Background: an optimization exercise with open tools, aiming at small area, a short achievable clock period and few clock cycles per item. Do not read the settings as production practice. At most, simulation tests tie the RTL to the original design; equivalence was not proved. Function not checked in runs 2 and 3: the RTL went through the layout flow alone. Power is estimated from default activity; no workload was simulated.

==> flow/design.v <==
package aud_dma_pkg;
    typedef enum logic [1:0] {
        ST_IDLE = 2'd0,
        ST_REQ  = 2'd1,
        ST_DATA = 2'd2
    } dma_state_t;
    localparam logic [2:0]  AXI_SIZE_64    = 3'd3;
    localparam logic [1:0]  AXI_BURST_INCR = 2'b01;
    localparam int unsigned BYTES_PER_BEAT = 8;
    function automatic logic [31:0] burst_bytes(input logic [4:0] beats);
        burst_bytes = {27'd0, beats} * BYTES_PER_BEAT;
    endfunction
endpackage
module aud_smp_gate #(
    parameter int              ID_W   = 4,
    parameter logic [ID_W-1:0] AXI_ID = 1
) (
    input  logic            rvalid,
    input  logic [ID_W-1:0] rid,
    input  logic            smp_ready,
    input  logic [1:0]      oc,
    output logic            smp_valid,
    output logic            rready
);
    assign smp_valid = rvalid & (oc != 2'd0) & (rid == AXI_ID);
    assign rready    = smp_ready & (oc != 2'd0);
endmodule
module aud_addr_hi (
    input  logic [12:0] base_hi,
    input  logic        wrap,
    output logic [12:0] addr_hi
);
    assign addr_hi = base_hi + {12'd0, wrap};
endmodule
module audio_rd_dma #(
    parameter int              ID_W        = 4,
    parameter logic [ID_W-1:0] AXI_ID      = 1,
    parameter int              BURST_BEATS = 8,
    parameter int              FIFO_DEPTH  = 32
) (
    input  logic            gclk,
    input  logic            gresetn,
    input  logic            cfg_start,
    input  logic            cfg_stop,
    input  logic [31:0]     cfg_base,
    input  logic [15:0]     cfg_words,
    input  logic            cfg_loop,
    output logic            busy,
    output logic            done,
    output logic            err,
    output logic [ID_W-1:0] aid,
    output logic [31:0]     aaddr,
    output logic            avalid,
    output logic            awrite,
    output logic [3:0]      alen,
    output logic [2:0]      asize,
    output logic [1:0]      aburst,
    input  logic            aready,
    input  logic [ID_W-1:0] rid,
    input  logic [63:0]     rdata,
    input  logic            rlast,
    input  logic            rvalid,
    output logic            rready,
    output logic [63:0]     smp_data,
    output logic            smp_valid,
    input  logic            smp_ready
);
    localparam logic [1:0] MAX_OUT = 2'd3;
    logic [12:0] alo_r;        
    logic [12:0] ahi_r;        
    logic        wrap_r;       
    logic [12:0] addr_hi_s;
    logic [12:0] whi_r;        
    logic [2:0]  llen_r;       
    logic [12:0] rem_r;        
    logic        full_s;       
    logic        lastq_r;      
    logic        loop_r;
    logic        busy_r, done_r, err_r, stop_r, avalid_r;
    logic        prd_r;        
    logic [1:0]  oc_r;         
    logic [2:0]  db_r;         
    logic        start_s, stop_now_s, acc_s, act_s, beat_s, id_ok_s;
    logic        last_burst_s, last_exp_s, cmp_s;
    logic        nat_end_s, stop_end_s, restart_s, adv_s;
    logic [12:0] addr_b_s;
    logic        addr_ci_s;
    logic [14:0] lo_sum_s;
    logic [12:0] rem_nxt_s;
    assign full_s     = (llen_r == 3'd7);
    assign start_s    = cfg_start & ~busy_r;
    assign stop_now_s = busy_r & (cfg_stop | stop_r);
    assign acc_s      = avalid_r & aready;
    assign act_s      = (oc_r != 2'd0);
    assign id_ok_s    = (rid == AXI_ID);
    assign beat_s     = rvalid & smp_ready & act_s;
    assign last_burst_s = prd_r & (oc_r == 2'd1);
    assign last_exp_s   = (db_r == 3'd7) | (last_burst_s & (db_r == llen_r));
    assign cmp_s        = beat_s & last_exp_s;
    assign nat_end_s  = cmp_s & last_burst_s & ~loop_r;
    assign stop_end_s = stop_now_s & ~avalid_r & (oc_r == 2'd0);
    assign restart_s  = busy_r & prd_r & loop_r & (oc_r == 2'd0);
    assign addr_b_s  = prd_r ? ~whi_r : 13'd0;
    assign addr_ci_s = prd_r ? full_s : 1'b1;
    assign lo_sum_s  = {1'b0, alo_r, 1'b1} + {1'b0, addr_b_s, addr_ci_s};
    assign rem_nxt_s = prd_r ? whi_r : rem_r - 13'd1;
    assign adv_s     = acc_s | restart_s;
    always_ff @(posedge gclk or negedge gresetn) begin
        if (!gresetn) begin
            busy_r   <= 1'b0;
            done_r   <= 1'b0;
            err_r    <= 1'b0;
            stop_r   <= 1'b0;
            avalid_r <= 1'b0;
            prd_r    <= 1'b0;
            oc_r     <= 2'd0;
            db_r     <= 3'd0;
        end else begin
            case ({acc_s, cmp_s})
                2'b10:   oc_r <= oc_r + 2'd1;
                2'b01:   oc_r <= oc_r - 2'd1;
                default: oc_r <= oc_r;
            endcase
            stop_r <= ~start_s & (stop_r | cfg_stop);
            if (start_s) begin
                busy_r   <= (cfg_words != 16'd0);
                done_r   <= (cfg_words == 16'd0);
                err_r    <= 1'b0;
                avalid_r <= (cfg_words != 16'd0);
                prd_r    <= 1'b0;
            end else begin
                busy_r <= busy_r & ~nat_end_s & ~stop_end_s;
                done_r <= nat_end_s & ~stop_now_s;
                if (beat_s & (~id_ok_s | (rlast != last_exp_s))) begin
                    err_r <= 1'b1;
                end
                if (avalid_r) begin
                    avalid_r <= ~aready;
                end else begin
                    avalid_r <= busy_r & ~stop_now_s & ~prd_r & (oc_r != MAX_OUT);
                end
                if (acc_s & lastq_r) begin
                    prd_r <= 1'b1;
                end else if (restart_s) begin
                    prd_r <= 1'b0;
                end
            end
            if (beat_s) begin
                db_r <= last_exp_s ? 3'd0 : db_r + 3'd1;
            end
        end
    end
    always_ff @(posedge gclk) begin
        if (start_s) begin
            alo_r   <= cfg_base[18:6];
            ahi_r   <= cfg_base[31:19];
            wrap_r  <= 1'b0;
            whi_r   <= cfg_words[15:3];
            llen_r  <= cfg_words[2:0] - 3'd1;
            rem_r   <= cfg_words[15:3];
            lastq_r <= (cfg_words[15:3] == {12'd0, (cfg_words[2:0] == 3'd0)});
            loop_r  <= cfg_loop;
        end else if (adv_s) begin
            alo_r   <= lo_sum_s[13:1];
            wrap_r  <= ~prd_r & (wrap_r | (&alo_r));
            rem_r   <= rem_nxt_s;
            lastq_r <= (rem_nxt_s == {12'd0, full_s});
        end
    end
    assign busy      = busy_r;
    assign done      = done_r;
    assign err       = err_r;
    assign aid       = AXI_ID;
    assign aaddr     = {addr_hi_s, alo_r, 6'd0};
    assign avalid    = avalid_r;
    assign awrite    = 1'b0;
    assign alen      = lastq_r ? {1'b0, llen_r} : 4'd7;
    assign asize     = aud_dma_pkg::AXI_SIZE_64;
    assign aburst    = aud_dma_pkg::AXI_BURST_INCR;
    assign smp_data  = rdata;
    aud_addr_hi u_addr_hi (
        .base_hi (ahi_r),
        .wrap    (wrap_r),
        .addr_hi (addr_hi_s)
    );
    aud_smp_gate u_gate (
        .rvalid    (rvalid),
        .rid       (rid),
        .smp_ready (smp_ready),
        .oc        (oc_r),
        .smp_valid (smp_valid),
        .rready    (rready)
    );
endmodule
==> flow/flow/run.sh <==
#!/bin/bash
# Layout with the standard.sh (ORFS), with these changes:
#  - synthesis runs flow/my_synth.tcl: synth_recipe.tcl's steps (same Yosys
#    synth -nofsm -noshare, flatten and renaming), except the ABC calls: the
#    design is mapped with flow/abc_map.script, and the small combinational
#    modules named in SYNTH_KEEP_MODULES (kept as modules of their own until
#    the final flatten) with flow/abc_gate.script; no adder map. Registers
#    are mapped exactly as in the standard synthesis;
#  - port buffers are buf_1, tie cells are not duplicated, CTS settings.
# Output goes to standard.log (ORFS keeps per-step logs under orfs/logs).
set -euo pipefail
export MY_ABC_SCRIPT=$PWD/flow/abc_map.script MY_GATE_SCRIPT=$PWD/flow/abc_gate.script
bash standard.sh SYNTH_SCRIPT=$PWD/flow/my_synth.tcl SYNTH_KEEP_MODULES="aud_smp_gate aud_addr_hi" ADDER_MAP_FILE= SKIP_REPAIR_TIE_FANOUT=1 BUFFER_PORTS_ARGS="-buffer_cell sky130_fd_sc_hd__buf_1" CTS_ARGS="-sink_clustering_enable -repair_clock_nets -dont_use_dummy_load -buf_list sky130_fd_sc_hd__clkbuf_8" finish > standard.log 2>&1
==> flow/flow/abc_gate.script <==
strash; dch; map -D 50
==> flow/flow/abc_map.script <==
&get -n; &st; &dch; &nf -D 1500; &put
==> flow/flow/my_synth.tcl <==
proc synth {args} { yosys synth -nofsm -noshare {*}$args }
# ABC mapping: the design with flow/abc_map.script; the small combinational
# modules named in SYNTH_KEEP_MODULES (kept apart until the flatten below)
# with flow/abc_gate.script, a delay-driven mapping.
proc abc {args} {
  set i [lsearch -exact $args -script]
  set j [lsearch -exact $args -D]
  if {$j >= 0} { set args [lreplace $args $j [expr {$j+1}]] }
  set main [lreplace $args [expr {$i+1}] [expr {$i+1}] $::env(MY_ABC_SCRIPT)]
  set gate [lreplace $args [expr {$i+1}] [expr {$i+1}] $::env(MY_GATE_SCRIPT)]
  puts "MYABC main: $main"
  yosys abc {*}$main $::env(DESIGN_NAME)
  foreach m $::env(SYNTH_KEEP_MODULES) {
    puts "MYABC gate $m: $gate"
    yosys abc {*}$gate $m
  }
}
source $::env(SCRIPTS_DIR)/synth.tcl
# left out here: clear keep_hierarchy, flatten, clean up, hide names made inside functions, write 1_2_yosys.v
==> flow/standard.sh <==
#!/bin/bash
# synth_recipe.tcl (not shown) runs the flow's synth.tcl, then flattens the netlist and writes it again
# the make line also repeats each setting of config.mk as NAME=value (left out here)
make -C /OpenROAD-flow-scripts/flow DESIGN_CONFIG=/design/flow/config.mk WORK_HOME=/design/flow/orfs CLKGATE_MAP_FILE= SYNTH_SCRIPT=/design/flow/synth_recipe.tcl "${@:-finish}"
==> flow/config.mk <==
export PLATFORM = sky130hd
export DESIGN_NAME = audio_rd_dma
export DESIGN_NICKNAME = audio_rd_dma
export VERILOG_FILES = /design/flow/design.v
export SDC_FILE = /design/flow/constraint.sdc
export NUM_CORES = 4
export LEC_CHECK = 0
export CAP_MARGIN = 20
export CORE_MARGIN = 2
export CORE_UTILIZATION = 60
export SETUP_SLACK_MARGIN = 2.7
export SLEW_MARGIN = 20
==> flow/constraint.sdc <==
create_clock -name core_clock -period 5.5 [get_ports {gclk}]
set_input_delay 1.1000 -clock core_clock [delete_from_list [all_inputs] [get_ports {gclk}]]
set_output_delay 1.1000 -clock core_clock [all_outputs]
set_load 0.01 [all_outputs]
==> flow_summary.toml, run 1 <==
[placement]
postPlaceCellArea_um2 = 4530
dp_hpwl_um = 8860
place_congestion = 0.897
portBuffers = 89
place_ws_ns = 2.34

[pwr]
pwr-share-comb_pct = 46.0
switching_share_pct = 42.3
seq_power_share_pct = 41.7
finalPower_uw = 2540
p_int_uw = 1460
leakage_uw = 0.00165
ir_drop_mv = 0.299
p_sw_uw = 1070
p_clk_share_pct = 12.3
power_density_nw_per_um2 = 538

[worst_setup_path]
path_cells = "nand3_1 -> nor2_1 -> nor2_1 -> a21oi_1 -> buf_1"
worst-endpoint-required_ns = 4.40
cp-end-kind = "output port"
crit_cells = 5
critPathMaxStageDelay_ns = 0.43
startpoint = "wrap_r"
cp-endpoint = "aaddr[25]"
cp.arrival_ns = 1.60
start_kind = "register"
r2r_slack_ns = 2.88
crit_type = "reg -> out"
r2r_cells = 8
cp_slowest_cell = "dfxtp_1"
r2r-end = "alo_r[11]"
path_delay_family = "simple AND/OR/NAND/NOR gates"
timing.rr.start = "prd_r"
cp_max_fo = 5
cp_common_cell = "nor2_1"
critPathBufInv = 1

[clocking]
path_clk_slew_ns = 0.07
cts_tree = "yes"
cts_buffers = 9
clock_sinks = 69
ctsHoldBuffers = 0
worstSkewPairLatency_ns = 0.34
htreeDepth = 3
cts-root-buf = "clkbuf_8"
cts_buffer_depth = 2

[timing]
finClkSkew_ns = 0.0305
min_period_ns = 2.70
setup_tns_ns = 0
max-slew-margin-rel_pct = 56.8
timing.final.crit_share_pct = 49.0
max_freq_ghz = 0.371
finalSetupViolations = 0
hold_viol_final = 0
setup_slack_ns = 2.80
tightest_slew_ns = 0.643
rsz0062_at_grt = "true"
drv_slew = 0

[global_routing]
grt_pass1_vias = 3460
grtUsageTotal_pct = 27.7
grt_max_degree = 58
grt_antenna_before_repair = 0
grt_overflow = 0
grt_pass1_wl_um = 18000

[layout]
postLayoutCellArea_um2 = 4710
drive_gt1_share_pct = 4.82
diodes = 0
fillers = 690
nets = 646
area_growth_pct = 1.29

[run_status]
status = "timing/DRC/antenna clean"

[routing]
first_pass_iters = 5
ant_nets = 0
drt-initial-drc-count = 194
wirelength_um = 11500
num_vias = 3634
vias_per_cell = 5.85
routedWlPerCell_um = 18.4
drc = 0

[synthesis]
syn_area_um2 = 4650
ys.flop_type = "edfxtp_1"
yosysWarnings = 1
ys_seq_elements = 69
ys_seq_area_share_pct = 43.1
syn_avg_cell_area_um2 = 9.33
synth_edf_count = 57
syn_inst = 499
synth_nets = 624
synthArstFlopShare_pct = 15.9
ys_types = 43

[worst_hold_path]
min_path_type = "reg -> reg"

[flow_run]
timing.max_cap.violations = 0

[die]
die_h_um = 92.1
design.core.area_um2 = 7610
row_count = 32
initial_core_util_pct = 61.2
die_w_um = 92.1
num_io_pins = 241
dieArea_um2 = 8480
-- placed cells by master (no fill, tap or decap), drive strengths merged, types with 2 or more instances in the layout --
master / Yosys / layout
o21ai: 21 / 21
a21o: 4 / 4
nor2b: 13 / 13
a211oi: 2 / 2
xor2: 17 / 17
nand2: 52 / 52
a21oi: 37 / 37
or4: 3 / 3
nand4: 10 / 10
nand3b: 5 / 5
nor2: 60 / 60
o21a: 3 / 3
nor3: 3 / 3
xnor2: 30 / 30
nor4: 10 / 10
buf: 81 / 91
a31o: 7 / 7
dfrtp: 11 / 11
and3b: 9 / 9
or3: 2 / 2
nand2b: 7 / 7
maj3: 9 / 9
a221oi: 2 / 2
a31oi: 4 / 4
conb: 2 / 2
nand3: 12 / 12
edfxtp: 57 / 57
clkbuf: 0 / 10
o31ai: 3 / 3
clkinv: 7 / 6
and3: 3 / 3
-- area by class of cell --
cell class,count,area (um2),area share [%]
Sequential cell,69,2010,42.6
Timing Repair Buffer,92,358,7.59
Clock buffer,9,124,2.63
Inverter,7,33.8,0.717
Tap cell,102,128,2.71
Multi-Input combinational cell,342,2060,43.8
-- power by group through the flow --
| stage | clock network [uW] | registers, uW | logic (uW) |
|---|---|---|---|
| 3_5_place_dp | 0 | 1060 | 1140 |
| 4_1_cts | 317 | 1050 | 1150 |
| 2_1_floorplan | 0 | 1040 | 878 |
| 6_report | 312 | 1060 | 1170 |
| 3_3_place_gp | 0 | 1050 | 1120 |
| 5_1_grt | 342 | 1080 | 1310 |
-- sequential cells by signal, summed over array words and instances, names as in the netlist, 2 cells and up --
| name | cells |
|---|---|
| alo_r | 13 |
| db_r | 3 |
| llen_r | 3 |
| rem_r | 13 |
| oc_r | 2 |
| ahi_r | 13 |
| whi_r | 13 |
-- Yosys stat by module (local to each module, per instance) --
module        times used  flip-flops and latches  cell area (um2)
aud_addr_hi            1                       0              264
aud_smp_gate           1                       0             28.8
audio_rd_dma           1                      69             4360
-- timing repair --
action / 4_1_cts / 5_1_grt
pin swaps: 0 / 1
endpoints found under the setup margin: 31 / 24
buffers inserted: 0 / 2
gates resized for setup: 2 / 13
-- tightest hold or removal path, stage by stage (launching register included) --
cell and delay, ns:
dfrtp_1 0.35, a21oi_1 0.04, nor2_1 0.07
-- metal layers --
metal	track usage, %	share of wire (%)
met2	42.4	45
met3	13.0	12
met5	3.21	0
met4	4.10	0.58
met1	36.6	43
-- synth_stat cells (all sizes together) (9+ instances only) --
master / instances / share of area [%]
nor2: 60 / 4.8
xor2: 17 / 3.2
xnor2: 30 / 5.6
nor4: 10 / 1.3
maj3: 9 / 1.9
edfxtp: 57 / 37
and3b: 9 / 1.7
nor2b: 13 / 1.7
o21ai: 21 / 2.3
nand4: 10 / 1.3
buf: 81 / 13
nand2: 52 / 4.2
dfrtp: 11 / 5.9
a21oi: 37 / 4.0
nand3: 12 / 1.3
-- logic make-up (layout without fill, tap and decap cells) --
| kind of cell | count (synthesis) | count (layout) | synth area share (%) |
|---|---|---|---|
| simple gates | 192 | 192 | 20.2 |
| compound gates | 91 | 91 | 11.9 |
| buf+inv | 88 | 108 | 13.6 |
| flops | 69 | 69 | 43.1 |
| xor+xnor | 47 | 47 | 8.84 |
| fa+ha+maj | 9 | 9 | 1.94 |
| other cells | 2 | 2 | 0.161 |
| mux | 1 | 1 | 0.215 |
-- metrics by stage --
step | std cells | util, % | hold WS (ns)
2_1_floorplan | 499 | - | 0.478
3_3_place_gp | 610 | 59.5 | 0.477
3_5_place_dp | 610 | 59.5 | 0.489
4_1_cts | 619 | 61.3 | 0.505
5_1_grt | 621 | 62.0 | 0.554
6_report | 621 | 62.0 | 0.502
-- worst min-delay path by stage --
stage	start	to	slack (ns)	cells after the start
2_1_floorplan	stop_r	stop_r	0.48	2
3_3_place_gp	err_r	err_r	0.48	2
3_5_place_dp	err_r	err_r	0.49	2
4_1_cts	err_r	err_r	0.50	2
5_1_grt	err_r	err_r	0.55	2
6_report	err_r	err_r	0.50	2
Testbench counts, summed over its fixed seeds: cycles 12,335, items 9,450.
==> run 2, diff against run 1 <==
--- a/flow/design.v
+++ b/flow/design.v
@@ -33,2 +33,17 @@
     assign addr_hi = base_hi + {12'd0, wrap};
+endmodule
+module aud_addr_lo (
+    input  logic [12:0] addr_lo,
+    input  logic [12:0] whi,
+    input  logic        full,
+    input  logic        back,
+    output logic [12:0] next_lo
+);
+    logic [12:0] b;
+    logic        ci;
+    logic [14:0] sum;
+    assign b       = back ? ~whi : 13'd0;
+    assign ci      = back ? full : 1'b1;
+    assign sum     = {1'b0, addr_lo, 1'b1} + {1'b0, b, ci};
+    assign next_lo = sum[13:1];
 endmodule
@@ -85,5 +100,3 @@
     logic        nat_end_s, stop_end_s, restart_s, adv_s;
-    logic [12:0] addr_b_s;
-    logic        addr_ci_s;
-    logic [14:0] lo_sum_s;
+    logic [12:0] lo_nxt_s;
     logic [12:0] rem_nxt_s;
@@ -102,5 +115,9 @@
     assign restart_s  = busy_r & prd_r & loop_r & (oc_r == 2'd0);
-    assign addr_b_s  = prd_r ? ~whi_r : 13'd0;
-    assign addr_ci_s = prd_r ? full_s : 1'b1;
-    assign lo_sum_s  = {1'b0, alo_r, 1'b1} + {1'b0, addr_b_s, addr_ci_s};
+    aud_addr_lo u_addr_lo (
+        .addr_lo (alo_r),
+        .whi     (whi_r),
+        .full    (full_s),
+        .back    (prd_r),
+        .next_lo (lo_nxt_s)
+    );
     assign rem_nxt_s = prd_r ? whi_r : rem_r - 13'd1;
@@ -163,3 +180,3 @@
         end else if (adv_s) begin
-            alo_r   <= lo_sum_s[13:1];
+            alo_r   <= lo_nxt_s;
             wrap_r  <= ~prd_r & (wrap_r | (&alo_r));
--- a/flow/flow/run.sh
+++ b/flow/flow/run.sh
@@ -12,2 +12,2 @@
 export MY_ABC_SCRIPT=$PWD/flow/abc_map.script MY_GATE_SCRIPT=$PWD/flow/abc_gate.script
-bash standard.sh SYNTH_SCRIPT=$PWD/flow/my_synth.tcl SYNTH_KEEP_MODULES="aud_smp_gate aud_addr_hi" ADDER_MAP_FILE= SKIP_REPAIR_TIE_FANOUT=1 BUFFER_PORTS_ARGS="-buffer_cell sky130_fd_sc_hd__buf_1" CTS_ARGS="-sink_clustering_enable -repair_clock_nets -dont_use_dummy_load -buf_list sky130_fd_sc_hd__clkbuf_8" finish > standard.log 2>&1
+bash standard.sh SYNTH_SCRIPT=$PWD/flow/my_synth.tcl SYNTH_KEEP_MODULES="aud_smp_gate aud_addr_hi aud_addr_lo" ADDER_MAP_FILE= SKIP_REPAIR_TIE_FANOUT=1 BUFFER_PORTS_ARGS="-buffer_cell sky130_fd_sc_hd__buf_1" CTS_ARGS="-sink_clustering_enable -repair_clock_nets -dont_use_dummy_load -buf_list sky130_fd_sc_hd__clkbuf_8" finish > standard.log 2>&1
--- a/flow/config.mk
+++ b/flow/config.mk
@@ -10,3 +10,3 @@
 export CORE_UTILIZATION = 60
-export SETUP_SLACK_MARGIN = 2.7
+export SETUP_SLACK_MARGIN = 2.8
 export SLEW_MARGIN = 20
==> run 2 against run 1 <==
Against the previous run: core utilization increased by 2.0 points; critical path depth unchanged; critical path type is now in -> out; still clean on timing, DRC and antenna; design area grew 5.4%; setup slack worse by 0.020 ns; critical endpoint is now smp_valid; synthesized cell count increased by 16%; flip-flop and latch count unchanged; maximum frequency fell by 0.73%; non-clock buffer count is 2 higher; clock skew is 0.010 ns lower; wire length is 16% higher; first-iteration DRC count grew 27%.
==> flow_summary.toml, run 2 <==
[run_status]
status = "timing/DRC/antenna clean"

[clocking]
clock_sinks = 69
cts_buffers = 9
cts-root-buf = "clkbuf_8"
cts_buffer_depth = 2
path_clk_slew_ns = 0.08
cts_tree = "yes"
worstSkewPairLatency_ns = 0.34
htreeDepth = 3

[layout]
instances_no_fill = 703
nets = 728
final_common_cell = "nand2_1"
mostFrequentLayoutCells = "nand2_1, buf_1, edfxtp_1"
area_growth_pct = 2.53
diodes = 0
postLayoutCellArea_um2 = 4970
drive_gt1_share_pct = 5.32

[flow_run]
timing.max_cap.violations = 0

[pwr]
ir_drop_mv = 0.242
leakage_uw = 0.00178
finalPower_uw = 2640
power_density_nw_per_um2 = 532

[synthesis]
synthArstFlopShare_pct = 15.9
synth_nets = 704
syn_area_um2 = 4840
ys_seq_area_share_pct = 41.4
synth_edf_count = 57
ys_types = 43
ys.flop_type = "edfxtp_1"
yosysMostFrequentCell = "nand2_1"
syn_avg_cell_area_um2 = 8.37
yosysWarnings = 1
yosysTopAreaCell = "edfxtp_1"
synth_top_area_share_pct = 35.3
synth_common_cells = "nand2_1, buf_4, edfxtp_1"
ys_seq_elements = 69
syn_inst = 579
ys_top_cells_by_area = "edfxtp_1, buf_4, nand2_1, dfrtp_1, o21ai_0"

[routing]
routedWlPerCell_um = 18.9
drt-initial-drc-count = 247
first_pass_iters = 5
ant_nets = 0
wirelength_um = 13300
num_vias = 4193
drc = 0
vias_per_cell = 5.96

[global_routing]
grt_max_degree = 70
grt_antenna_before_repair = 0
grt_overflow = 0
grt_pass1_wl_um = 20600
grtUsageTotal_pct = 30.4
grt_pass1_vias = 4071

[die]
die_w_um = 93.9
initial_core_util_pct = 62.4
design.core.area_um2 = 7770
dieArea_um2 = 8810
row_count = 32
num_io_pins = 241
die_h_um = 93.9

[timing]
max_freq_ghz = 0.368
finalSetupViolations = 0
setup_tns_ns = 0
tightest_slew_ns = 0.613
rsz0062_at_grt = "true"
drv_slew = 0
hold_viol_final = 0
finClkSkew_ns = 0.0202
min_period_ns = 2.72
timing.final.crit_share_pct = 49.4
max-slew-margin-rel_pct = 59.2
setup_slack_ns = 2.78

[worst_setup_path]
r2r-end = "lastq_r"
r2r_slack_ns = 2.95
crit_type = "in -> out"
start_kind = "input port"
timing.rr.start = "rem_r[1]"
cp_max_fo = 2
r2r_cells = 6
cp-end-kind = "output port"
cp.arrival_ns = 1.62
worst-endpoint-required_ns = 4.40

[worst_hold_path]
hold_depth = 2
holdPathEnd = "db_r[2]"
hold_start = "db_r[2]"
min_path_type = "reg -> reg"

[placement]
postPlaceCellArea_um2 = 4730
dp_hpwl_um = 9950
place_congestion = 0.951
place_ws_ns = 1.95
dp_cells = 691
portBuffers = 89
==> run 2: cell count changes after synthesis, moves of 12 or more <==
cell / previous run / this run
clkinv_1: 7 / 27
nand2_1: 52 / 112
nand3_1: 12 / 33
nand4_1: 10 / 22
nor2_1: 60 / 46
nor2b_1: 13 / 0
o21ai_0: 21 / 40
xnor2_1: 30 / 11
==> run 2: layout make-up <==
type,count,area [um2]
clock buffers,9,124
inverters,27,129
repair buffers,94,403
flip-flops and latches,69,2010
fillers,715,2800
well taps,102,128
multi-input cells,402,2170
==> run 2: worst max path at each step <==
stage / from / depth (start not counted) / slack (ns) / end
after global placement: prd_r / 9 / 2.04 / alo_r[12]
after detailed placement: prd_r / 9 / 1.95 / alo_r[12]
final: rid[2] / 5 / 2.78 / smp_valid
after CTS: rid[3] / 5 / 2.81 / smp_valid
after global routing: prd_r / 9 / 2.75 / alo_r[12]
after floorplan: cfg_start / 2 / 2.47 / alo_r[0]
==> run 2: modules after synthesis, one instance, submodules excluded <==
module	cell area, um2	copies in the design	flops+latches	cells inside
audio_rd_dma	3650	1	69	340
aud_addr_lo	902	1	0	176
aud_addr_hi	264	1	0	57
aud_smp_gate	28.8	1	0	6
==> run 2: where the power goes <==
group,internal [uW],switching (uW),leakage (uW),total (uW)
logic,450,804,0.00104,1250
clock network,146,170,0.0000647,316
registers,842,228,0.000676,1070
total,1440,1200,0.00178,2640
==> run 2: per-stage QoR <==
step / utilization (%) / hold WS (ns)
after CTS: 62.9 / 0.551
final: 63.9 / 0.544
after global routing: 63.9 / 0.597
after detailed placement: 60.9 / 0.532
after global placement: 60.9 / 0.480
after floorplan: - / 0.478
==> run 2: critical path: stages <==
cell,delay [ns]
buf_6,0.10
nor2_4,0.09
nand3_2,0.08
nor2_1,0.10
buf_2,0.14
==> run 2: per-layer routing <==
metal	share of wire (%)	global-route usage (%)
met1	39	37.8
met2	47	48.4
met3	11	9.95
met4	3.9	12.7
met5	0	2.56
==> run 2: repair_timing <==
action,in CTS,in global routing
gates resized for setup,7,25
hold buffers,0,0
buffers inserted,1,2
setup endpoints to repair,20,19
pin swaps,0,3
==> run 2: cell families (layout without fill, tap and decap cells) <==
family	count (synthesis)	count (layout)	share of synthesized area (%)
buffers and inverters	108	130	14.6
AND/OR/NAND/NOR	259	259	24.8
XOR/XNOR	23	23	4.16
multiplexers	3	3	0.646
AO/OA/AOI/OAI	115	115	14.1
flip-flops	69	69	41.4
other	2	2	0.155
==> run 3, diff against run 2 <==
--- a/flow/config.mk
+++ b/flow/config.mk
@@ -10,3 +10,3 @@
 export CORE_UTILIZATION = 60
-export SETUP_SLACK_MARGIN = 2.8
+export SETUP_SLACK_MARGIN = 2.65
 export SLEW_MARGIN = 20
==> run 3 against run 2 <==
Against the previous run: still clean on timing, DRC and antenna; global-route usage fell by 0.48 points; area after synthesis is the same; via count down 0.36%; critical path depth did not move; non-clock buffer count fell by 2; clock power is essentially flat; sequential share of layout area is 0.61 points higher; combinational power barely moved; flip-flop and latch count is the same; setup slack worse by 0.012 ns; register-to-register slack worse by 0.05 ns; hold slack barely moved.
==> flow_summary.toml, run 3 <==
[layout]
fillers = 722
nets = 726
seq_area_um2 = 2010
postLayoutCellArea_um2 = 4890
area_growth_pct = 0.956
multiInputGateArea_um2 = 2140
final_common_cell = "nand2_1"
diodes = 0
drive_gt1_share_pct = 3.01
mostFrequentLayoutCells = "nand2_1, buf_1, edfxtp_1"

[synthesis]
synth_common_cells = "nand2_1, buf_4, edfxtp_1"
synth_fa_ha_area_share_pct = 0
synth_edf_count = 57
yosysWarnings = 1
yosysTopAreaCell = "edfxtp_1"
ys_seq_elements = 69
syn_area_um2 = 4840
ys_seq_area_share_pct = 41.4
syn_avg_cell_area_um2 = 8.37
ys.flop_type = "edfxtp_1"
syn_inst = 579
synth-compound-area-share_pct = 14.1
yosys.area_share.simple_pct = 24.8
synth_top_family_by_area = "simple AND/OR/NAND/NOR gates"
ys_types = 43
synth_top_area_share_pct = 35.3
yosysMostFrequentCell = "nand2_1"
ys_top_cells_by_area = "edfxtp_1, buf_4, nand2_1, dfrtp_1, o21ai_0"
synthMuxAreaShare_pct = 0.646
synthArstFlopShare_pct = 15.9
synth_xor_area_share_pct = 4.16
synth_nets = 704

[clocking]
worstSkewPairLatency_ns = 0.34
ctsHoldBuffers = 0
cts_tree = "yes"
cts-root-buf = "clkbuf_8"
clock_sinks = 69
cts_buffers = 9
htreeDepth = 3
cts_buffer_depth = 2
path_clk_slew_ns = 0.08

[timing]
finalSetupViolations = 0
timing.final.crit_share_pct = 49.6
rsz0062_at_grt = "true"
max-slew-margin-rel_pct = 50.2
hold_viol_final = 0
setup_tns_ns = 0
drv_slew = 0
min_period_ns = 2.73
tightest_slew_ns = 0.740
finClkSkew_ns = 0.0252
max_freq_ghz = 0.366

[placement]
postPlaceCellArea_um2 = 4730
dp_hpwl_um = 9950
portBuffers = 89
place_congestion = 0.951

[worst_setup_path]
worst-endpoint-required_ns = 4.40
crit_type = "reg -> out"
cp-end-kind = "output port"
cp.arrival_ns = 1.63
start_kind = "register"
r2r_slack_ns = 2.90
critPathMaxStageDelay_ns = 0.43
cp_max_fo = 6
path_cells = "nand2_1 -> nor2_1 -> nand4_1 -> nand2_1 -> buf_1"
cp_slowest_cell = "dfxtp_1"
cp_common_cell = "nand2_1"

[routing]
vias_per_cell = 5.96
ant_nets = 0
drt-initial-drc-count = 284
num_vias = 4178
wirelength_um = 13100
first_pass_iters = 5
drc = 0
routedWlPerCell_um = 18.7

[die]
initial_core_util_pct = 62.4
num_io_pins = 241
die_w_um = 93.9
dieArea_um2 = 8810
row_count = 32
die_h_um = 93.9
design.core.area_um2 = 7770

[global_routing]
grt_overflow = 0
grt_pass1_vias = 4036
grtUsageTotal_pct = 29.9
grt_max_degree = 70
grt_antenna_before_repair = 0
grt_pass1_wl_um = 20300

[pwr]
power_density_nw_per_um2 = 535
ir_drop_mv = 0.238
leakage_uw = 0.00175
finalPower_uw = 2620

[flow_run]
timing.max_cap.violations = 0

[worst_hold_path]
min_path_type = "reg -> reg"

[run_status]
status = "timing/DRC/antenna clean"
[run 3: final cells by class]
cell class | count | area share, %
inverters | 27 | 2.43
flip-flops and latches | 69 | 41.1
repair buffers | 92 | 7.65
well taps | 102 | 2.61
multi-input cells | 402 | 43.7
clock buffers | 9 | 2.53
[run 3: per-stage QoR]
stage | setup slack (ns) | hold slack, ns | util, % | cells
after floorplan | 2.47 | 0.478 | - | 579
after global placement | 2.04 | 0.480 | 60.9 | 691
after detailed placement | 1.95 | 0.532 | 60.9 | 691
after CTS | 2.74 | 0.551 | 62.5 | 700
after global routing | 2.64 | 0.597 | 63.0 | 701
final | 2.77 | 0.544 | 63.0 | 701
[run 3: what timing repair did]
| item | CTS | global route |
|---|---|---|
| endpoints found under the hold margin | 0 | 0 |
| setup buffers | 0 | 1 |
| resized for setup | 4 | 4 |
| cloned | 0 | 0 |
| setup endpoints to repair | 11 | 14 |
[run 3: worst paths after layout]
path / to / startpoint / depth (start not counted)
setup / recovery: aaddr[30] / wrap_r / 5
hold / removal: db_r[2] / db_r[2] / 2
setup reg to reg: lastq_r / rem_r[1] / 6
hold reg to reg: db_r[2] / db_r[2] / 2
max in group asynchronous: prd_r / gresetn / 1
min in group asynchronous: stop_r / gresetn / 1
[run 3: cells by family (layout without fill, tap and decap cells)]
kind of cell,count (synthesis),after routing
buf+inv,108,128
xor+xnor,23,23
mux,3,3
other cells,2,2
compound gates,115,115
flops,69,69
simple gates,259,259
[run 3: critical path: cells and delay by family (launching register included)]
kind,cells,cell delay [ns]
AND/OR/NAND/NOR,4,0.71
flip-flops,1,0.43
buffers and inverters,1,0.15
[run 3: per-module statistics from Yosys, one instance, submodules excluded]
module,times used,cells inside
aud_smp_gate,1,6
aud_addr_hi,1,57
aud_addr_lo,1,176
audio_rd_dma,1,340
[run 3: where the power goes]
group	switching, uW	internal, uW
Clock	172	146
Combinational	792	443
Sequential	223	842
[run 3: layer usage]
metal	share of wire, %	global-route usage [%]	wire, um
met3	10	10.0	1370
met1	39	37.2	5130
met5	0	2.56	0
met2	46	47.7	6000
met4	4.5	12.0	592

[what the ideal ports hide]
In the flow no input, the clock included, has a driving cell. The finished layouts below were timed again as built, in two steps.
Step 1, drivers: a clkbuf_16 drives gclk and a buf_2 each remaining input, both assumed.
Step 2 adds t to the input delays and takes it off the output delays; t is the mean of the earliest and latest rising clock arrival at the registers after step 1. Input paths then give back, and output paths get back, about the clock's delay inside the block.
Slacks: ideal / step 1 / step 2; pairs: ideal / step 1.
| run | t (ns) | slack for setup (ns) | worst setup path after step 2 | latest minus earliest clock arrival (ns) | worst slew at a driven data input, ns |
|---|---|---|---|---|---|
| run 1 | 0.354 | 2.803 / 2.773 / 2.775 | input to register | 0.030 / 0.030 | 0.12 |
| run 2 | 0.355 | 2.783 / 2.740 / 2.647 | input to register | 0.021 / 0.021 | 0.14 |
| run 3 | 0.358 | 2.771 / 2.742 / 2.622 | input to register | 0.025 / 0.026 | 0.13 |
After both steps setup and hold are still met in every run listed. For run 3, which loses most, drivers alone change the setup slack by -0.029 ns; drivers and shift together by -0.149 ns.
